What follows belongs to an exercise in optimizing a design on an open flow for small area; a production flow would make more cautious choices. In this exercise RTL edits were held to simulation tests only and were not proved equivalent to the original. No activity file was given, so power comes from the tool's default toggle rates.

lane 1:
==> flow/design.v <==
module decode_hazard_stage #(
    parameter int DATA_W    = 32,
    parameter int REG_COUNT = 32,
    parameter int NPC_W     = 32,
    localparam int REG_AW   = $clog2(REG_COUNT)
) (
    input  logic              clk,
    input  logic              rst,
    input  logic              wb_reg_write,
    input  logic [REG_AW-1:0] wb_write_reg_location,
    input  logic [DATA_W-1:0] mem_wb_write_data,
    input  logic [31:0]       if_id_instr,
    input  logic [NPC_W-1:0]  if_id_npc,
    input  logic              flush,
    output logic              hazard_stall,
    output logic [1:0]        id_ex_wb,
    output logic [2:0]        id_ex_mem,
    output logic [3:0]        id_ex_execute,
    output logic [NPC_W-1:0]  id_ex_npc,
    output logic [DATA_W-1:0] id_ex_readdat1,
    output logic [DATA_W-1:0] id_ex_readdat2,
    output logic [DATA_W-1:0] id_ex_sign_ext,
    output logic [4:0]        id_ex_instr_bits_2521,
    output logic [4:0]        id_ex_instr_bits_2016,
    output logic [4:0]        id_ex_instr_bits_1511
);
    localparam logic [5:0] OP_RTYPE = 6'b000000;
    localparam logic [5:0] OP_LW    = 6'b100011;
    localparam logic [5:0] OP_SW    = 6'b101011;
    localparam logic [5:0] OP_BEQ   = 6'b000100;
    localparam logic [5:0] OP_ADDI  = 6'b001000;
    logic [DATA_W-1:0] regs [1:REG_COUNT-1];
    logic [DATA_W-1:0] wdata;
    logic [REG_COUNT-1:1] wen;
    logic [5:0] opcode;
    logic [4:0] f_rs, f_rt, f_rd;
    logic [8:0] ctrl;
    logic       uses_rt;
    assign opcode = if_id_instr[31:26];
    assign f_rs   = if_id_instr[25:21];
    assign f_rt   = if_id_instr[20:16];
    assign f_rd   = if_id_instr[15:11];
    assign wdata = mem_wb_write_data & {DATA_W{~rst}};
    always_comb begin
        for (int i = 1; i < REG_COUNT; i++)
            wen[i] = rst | (wb_reg_write && wb_write_reg_location == i);
    end
    always_ff @(posedge clk) begin
        for (int i = 1; i < REG_COUNT; i++)
            if (wen[i]) regs[i] <= wdata;
    end
    logic [REG_COUNT-1:1] sel1, sel2;
    always_comb begin
        for (int i = 1; i < REG_COUNT; i++) begin
            sel1[i] = (id_ex_instr_bits_2521 == i);
            sel2[i] = (id_ex_instr_bits_2016 == i);
        end
    end
    for (genvar b = 0; b < DATA_W; b++) begin : g_rd
        logic [REG_COUNT-1:1] col;
        for (genvar i = 1; i < REG_COUNT; i++) begin : g_col
            assign col[i] = regs[i][b];
        end
        dhs_rd_bit u_rd1 (.d(col), .s(sel1), .y(id_ex_readdat1[b]));
        dhs_rd_bit u_rd2 (.d(col), .s(sel2), .y(id_ex_readdat2[b]));
    end
    always_comb begin
        case (opcode)
            OP_RTYPE: ctrl = {2'b10, 3'b000, 4'b1100};
            OP_LW:    ctrl = {2'b11, 3'b010, 4'b0001};
            OP_SW:    ctrl = {2'b00, 3'b001, 4'b0001};
            OP_BEQ:   ctrl = {2'b00, 3'b100, 4'b0010};
            OP_ADDI:  ctrl = {2'b10, 3'b000, 4'b0001};
            default:  ctrl = '0;
        endcase
    end
    assign uses_rt = (opcode == OP_RTYPE) || (opcode == OP_SW) || (opcode == OP_BEQ);
    assign hazard_stall = !rst && !flush && id_ex_mem[1] &&
                          (id_ex_instr_bits_2016 != 5'd0) &&
                          ((id_ex_instr_bits_2016 == f_rs) ||
                           ((id_ex_instr_bits_2016 == f_rt) && uses_rt));
    always_ff @(posedge clk) begin
        if (rst) begin
            id_ex_wb              <= '0;
            id_ex_mem             <= '0;
            id_ex_execute         <= '0;
            id_ex_npc             <= '0;
            id_ex_sign_ext        <= '0;
            id_ex_instr_bits_2521 <= '0;
            id_ex_instr_bits_2016 <= '0;
            id_ex_instr_bits_1511 <= '0;
        end else begin
            if (flush || hazard_stall) begin
                id_ex_wb      <= '0;
                id_ex_mem     <= '0;
                id_ex_execute <= '0;
            end else begin
                id_ex_wb      <= ctrl[8:7];
                id_ex_mem     <= ctrl[6:4];
                id_ex_execute <= ctrl[3:0];
            end
            id_ex_npc             <= if_id_npc;
            id_ex_sign_ext        <= {{(DATA_W-16){if_id_instr[15]}}, if_id_instr[15:0]};
            id_ex_instr_bits_2521 <= f_rs;
            id_ex_instr_bits_2016 <= f_rt;
            id_ex_instr_bits_1511 <= f_rd;
        end
    end
endmodule
module dhs_rd_bit (
    input  logic [31:1] d,
    input  logic [31:1] s,
    output logic        y
);
    logic [10:0] n;
    for (genvar k = 0; k < 10; k++) begin : g_aoi
        dhs_aoi222 u (.a0(d[3*k+1]), .b0(s[3*k+1]), .a1(d[3*k+2]), .b1(s[3*k+2]),
                      .a2(d[3*k+3]), .b2(s[3*k+3]), .y(n[k]));
    end
    assign n[10] = ~(d[31] & s[31]);
    assign y = ~(&n);
endmodule
module dhs_aoi222 (
    input  logic a0, b0, a1, b1, a2, b2,
    output logic y
);
    assign y = ~((a0 & b0) | (a1 & b1) | (a2 & b2));
endmodule
Settings: LEC_CHECK=0, CAP_MARGIN=10, CORE_MARGIN=2, CORE_UTILIZATION=70, PLACE_DENSITY=0.75, SLEW_MARGIN=10, SYNTH_HIERARCHICAL=1; clock period 5.0 ns.
standard.sh (not shown) runs the stock make flow with config.mk's settings and CLKGATE_MAP_FILE= SYNTH_SCRIPT=/design/flow/synth_recipe.tcl, a recipe that flattens the netlist after the stock synthesis.
==> flow/flow/run.sh <==
#!/bin/bash
# Standard ORFS layout with two changes:
#  - plain buf_1 cells (instead of the default delay cell) on the ports;
#  - clock tree from clkbuf_8 in sink clusters of up to 18 sinks, no dummy loads.
set -o pipefail
export BUFFER_PORTS_ARGS="-buffer_cell sky130_fd_sc_hd__buf_1"
export CTS_ARGS="-sink_clustering_enable -repair_clock_nets -dont_use_dummy_load -buf_list sky130_fd_sc_hd__clkbuf_8 -sink_clustering_size 18 -sink_clustering_max_diameter 60"
bash standard.sh > standard.log 2>&1
Input changes introduced in lane 2 (baseline for comparison: lane 1):
==> flow/flow/run.sh <==
#!/bin/bash
# Standard ORFS layout with two changes:
#  - plain buffers (instead of the default delay cell) on the ports;
#  - clock tree from clkbuf_16 in larger sink clusters, no dummy loads.
set -o pipefail
export BUFFER_PORTS_ARGS="-buffer_cell sky130_fd_sc_hd__buf_1"
export CTS_ARGS="-sink_clustering_enable -repair_clock_nets -dont_use_dummy_load -buf_list sky130_fd_sc_hd__clkbuf_16 -sink_clustering_size 30 -sink_clustering_max_diameter 60"
bash standard.sh > standard.log 2>&1
-- flow/config.mk --
<<< lane 1, line 7
export LEC_CHECK = 0
export CAP_MARGIN = 10
export CORE_MARGIN = 2
>>> lane 2, line 7
export LEC_CHECK = 0
export CAP_MARGIN = 20
export CORE_MARGIN = 2
<<< lane 1, line 11
export PLACE_DENSITY = 0.75
export SLEW_MARGIN = 10
export SYNTH_HIERARCHICAL = 1
>>> lane 2, line 11
export PLACE_DENSITY = 0.75
export SLEW_MARGIN = 20
export SYNTH_HIERARCHICAL = 1
--- outcome ---
Changes observed in lane 2 relative to lane 1: number of standard cells in the layout, taps in and fillers out shrank by about 0.6%, number of instances on the worst hold path held steady, setup slack grew by 0.10 ns, register-to-register slack grew by 0.02 ns. Lane 2 reports its master of the slowest instance on the critical path as sky130_fd_sc_hd__nor2_4 while lane 1 reports sky130_fd_sc_hd__or2_1.
For lane 3, these inputs were changed with respect to lane 2:
==> flow/run.sh (new file) <==
#!/bin/bash
# synth_recipe.tcl (not shown) runs the flow's synth.tcl, then flattens the netlist and writes it again
# the make line also repeats each setting of config.mk as NAME=value (left out here)
make -C /OpenROAD-flow-scripts/flow DESIGN_CONFIG=/design/flow/config.mk WORK_HOME=/design/flow/orfs CLKGATE_MAP_FILE= SYNTH_SCRIPT=/design/flow/synth_recipe.tcl finish
-- flow/config.mk --
<<< lane 2, line 9
export CORE_MARGIN = 2
export CORE_UTILIZATION = 70
export PLACE_DENSITY = 0.75
export SLEW_MARGIN = 20
>>> lane 3, line 9
export CORE_MARGIN = 2
export CORE_UTILIZATION = 40
export SLEW_MARGIN = 20
removed: flow/flow/run.sh
removed: flow/standard.sh
--- outcome ---
In lane 3 the implementation ran to completion but is not tape-out ready, as the final checks report setup timing.
Delta(number of setup buffers added after CTS, lane 3 - lane 2) > 0
Row highest cell delay on the worst timing path: lane 3 higher / lane 2 lower
Lane 2 has a lower horizontal extent of the die than lane 3.
Input changes introduced in lane 4 (baseline for comparison: lane 3):
==> flow/flow/run.sh (new file) <==
#!/bin/bash
# Standard ORFS layout with two changes:
#  - plain buf_1 cells (instead of the default delay cell) on the ports;
#  - clock tree from clkbuf_16 in sink clusters of up to 30 sinks, no dummy loads.
set -o pipefail
export BUFFER_PORTS_ARGS="-buffer_cell sky130_fd_sc_hd__buf_1"
export CTS_ARGS="-sink_clustering_enable -repair_clock_nets -dont_use_dummy_load -buf_list sky130_fd_sc_hd__clkbuf_16 -sink_clustering_size 30 -sink_clustering_max_diameter 60"
bash standard.sh > standard.log 2>&1
==> flow/standard.sh (new file) <==
#!/bin/bash
# synth_recipe.tcl (not shown) runs the flow's synth.tcl, then flattens the netlist and writes it again
# the make line also repeats each setting of config.mk as NAME=value (left out here)
make -C /OpenROAD-flow-scripts/flow DESIGN_CONFIG=/design/flow/config.mk WORK_HOME=/design/flow/orfs CLKGATE_MAP_FILE= SYNTH_SCRIPT=/design/flow/synth_recipe.tcl "${@:-finish}"
-- flow/config.mk --
<<< lane 3, line 7
export LEC_CHECK = 0
export CAP_MARGIN = 20
export CORE_MARGIN = 2
export CORE_UTILIZATION = 40
export SLEW_MARGIN = 20
export SYNTH_HIERARCHICAL = 1
>>> lane 4, line 7
export LEC_CHECK = 0
export CAP_MARGIN = 10
export CORE_MARGIN = 2
export CORE_UTILIZATION = 70
export PLACE_DENSITY = 0.75
export SLEW_MARGIN = 10
export SYNTH_HIERARCHICAL = 1
removed: flow/run.sh
==> comparison <==
- Lane 4: done, clean on timing, DRC and antenna
- Final cell area: lane 4 below lane 3
- Lane 3 → lane 4: number of global-route vias before repair moved down, area of the die moved down.
Relative to lane 4, the following input files were edited for lane 5:
==> flow/flow/run.sh <==
#!/bin/bash
# Standard ORFS layout with two changes:
#  - plain buf_1 cells (instead of the default delay cell) on the ports;
#  - clock tree from clkbuf_8 in sink clusters of up to 18 sinks, no dummy loads.
set -o pipefail
export BUFFER_PORTS_ARGS="-buffer_cell sky130_fd_sc_hd__buf_1"
export CTS_ARGS="-sink_clustering_enable -repair_clock_nets -dont_use_dummy_load -buf_list sky130_fd_sc_hd__clkbuf_8 -sink_clustering_size 18 -sink_clustering_max_diameter 60"
bash standard.sh > standard.log 2>&1
-- flow/config.mk --
<<< lane 4, line 7
export LEC_CHECK = 0
export CAP_MARGIN = 10
export CORE_MARGIN = 2
>>> lane 5, line 7
export LEC_CHECK = 0
export CAP_MARGIN = 20
export CORE_MARGIN = 2
<<< lane 4, line 11
export PLACE_DENSITY = 0.75
export SLEW_MARGIN = 10
export SYNTH_HIERARCHICAL = 1
>>> lane 5, line 11
export PLACE_DENSITY = 0.75
export SLEW_MARGIN = 20
export SYNTH_HIERARCHICAL = 1
The run showing the smaller later-pin clock latency in the skew report is lane 4. Core utilization: lane 5 lower than lane 4. Topmost layer with routed signal wires = met4: lane 4; topmost layer with routed signal wires = met5: lane 5. In the metrics for lane 4 and lane 5, the one carrying the lower relative contribution of combinational cells to total power is lane 4. Global-route usage: lane 4 vs lane 5 — no meaningful difference. TritonCTS buffer count, lane 4 and lane 5: smaller value in lane 4. On wire length of the first global-routing pass, lane 4 and lane 5 are neck and neck. Final area delta for lane 5 relative to lane 4: about 0.65% lower. Compared with lane 4, clock network power in lane 5 decreased by more than 10%. Lane 5 vs lane 4 on met1 usage: lane 5 is the lower one. Compared lane 4 against lane 5; non-clock buffer count within noise.

==> static timing again, ports no longer ideal <==
The flow's constraints put no driver on any port. The routed layouts listed below were extracted and timed again, unchanged, in two steps.
Step 1 assumes that a clkbuf_16 drives the clock port and a buf_2 every other input.
Step 2 moves the port delays by t, midway between the first and last clock arrival at a register: inputs arrive t later, outputs are due t later. That takes back most of the time a late clock gives input paths.
Slacks: no drivers / after step 1 / after step 2; pairs: no drivers / after step 1.
run	shift t [ns]	slack for setup (ns)	slew at the worst register clock pin (ns)
lane 1	0.743	0.098 / 0.040 / 0.783	0.11 / 0.11
lane 2	0.689	0.200 / 0.135 / 0.824	0.11 / 0.11
lane 3	0.742	-0.056 / -0.133 / 0.609	0.07 / 0.07
lane 4	0.683	0.184 / 0.118 / 0.802	0.11 / 0.11
lane 5	0.744	0.128 / 0.063 / 0.807	0.11 / 0.11
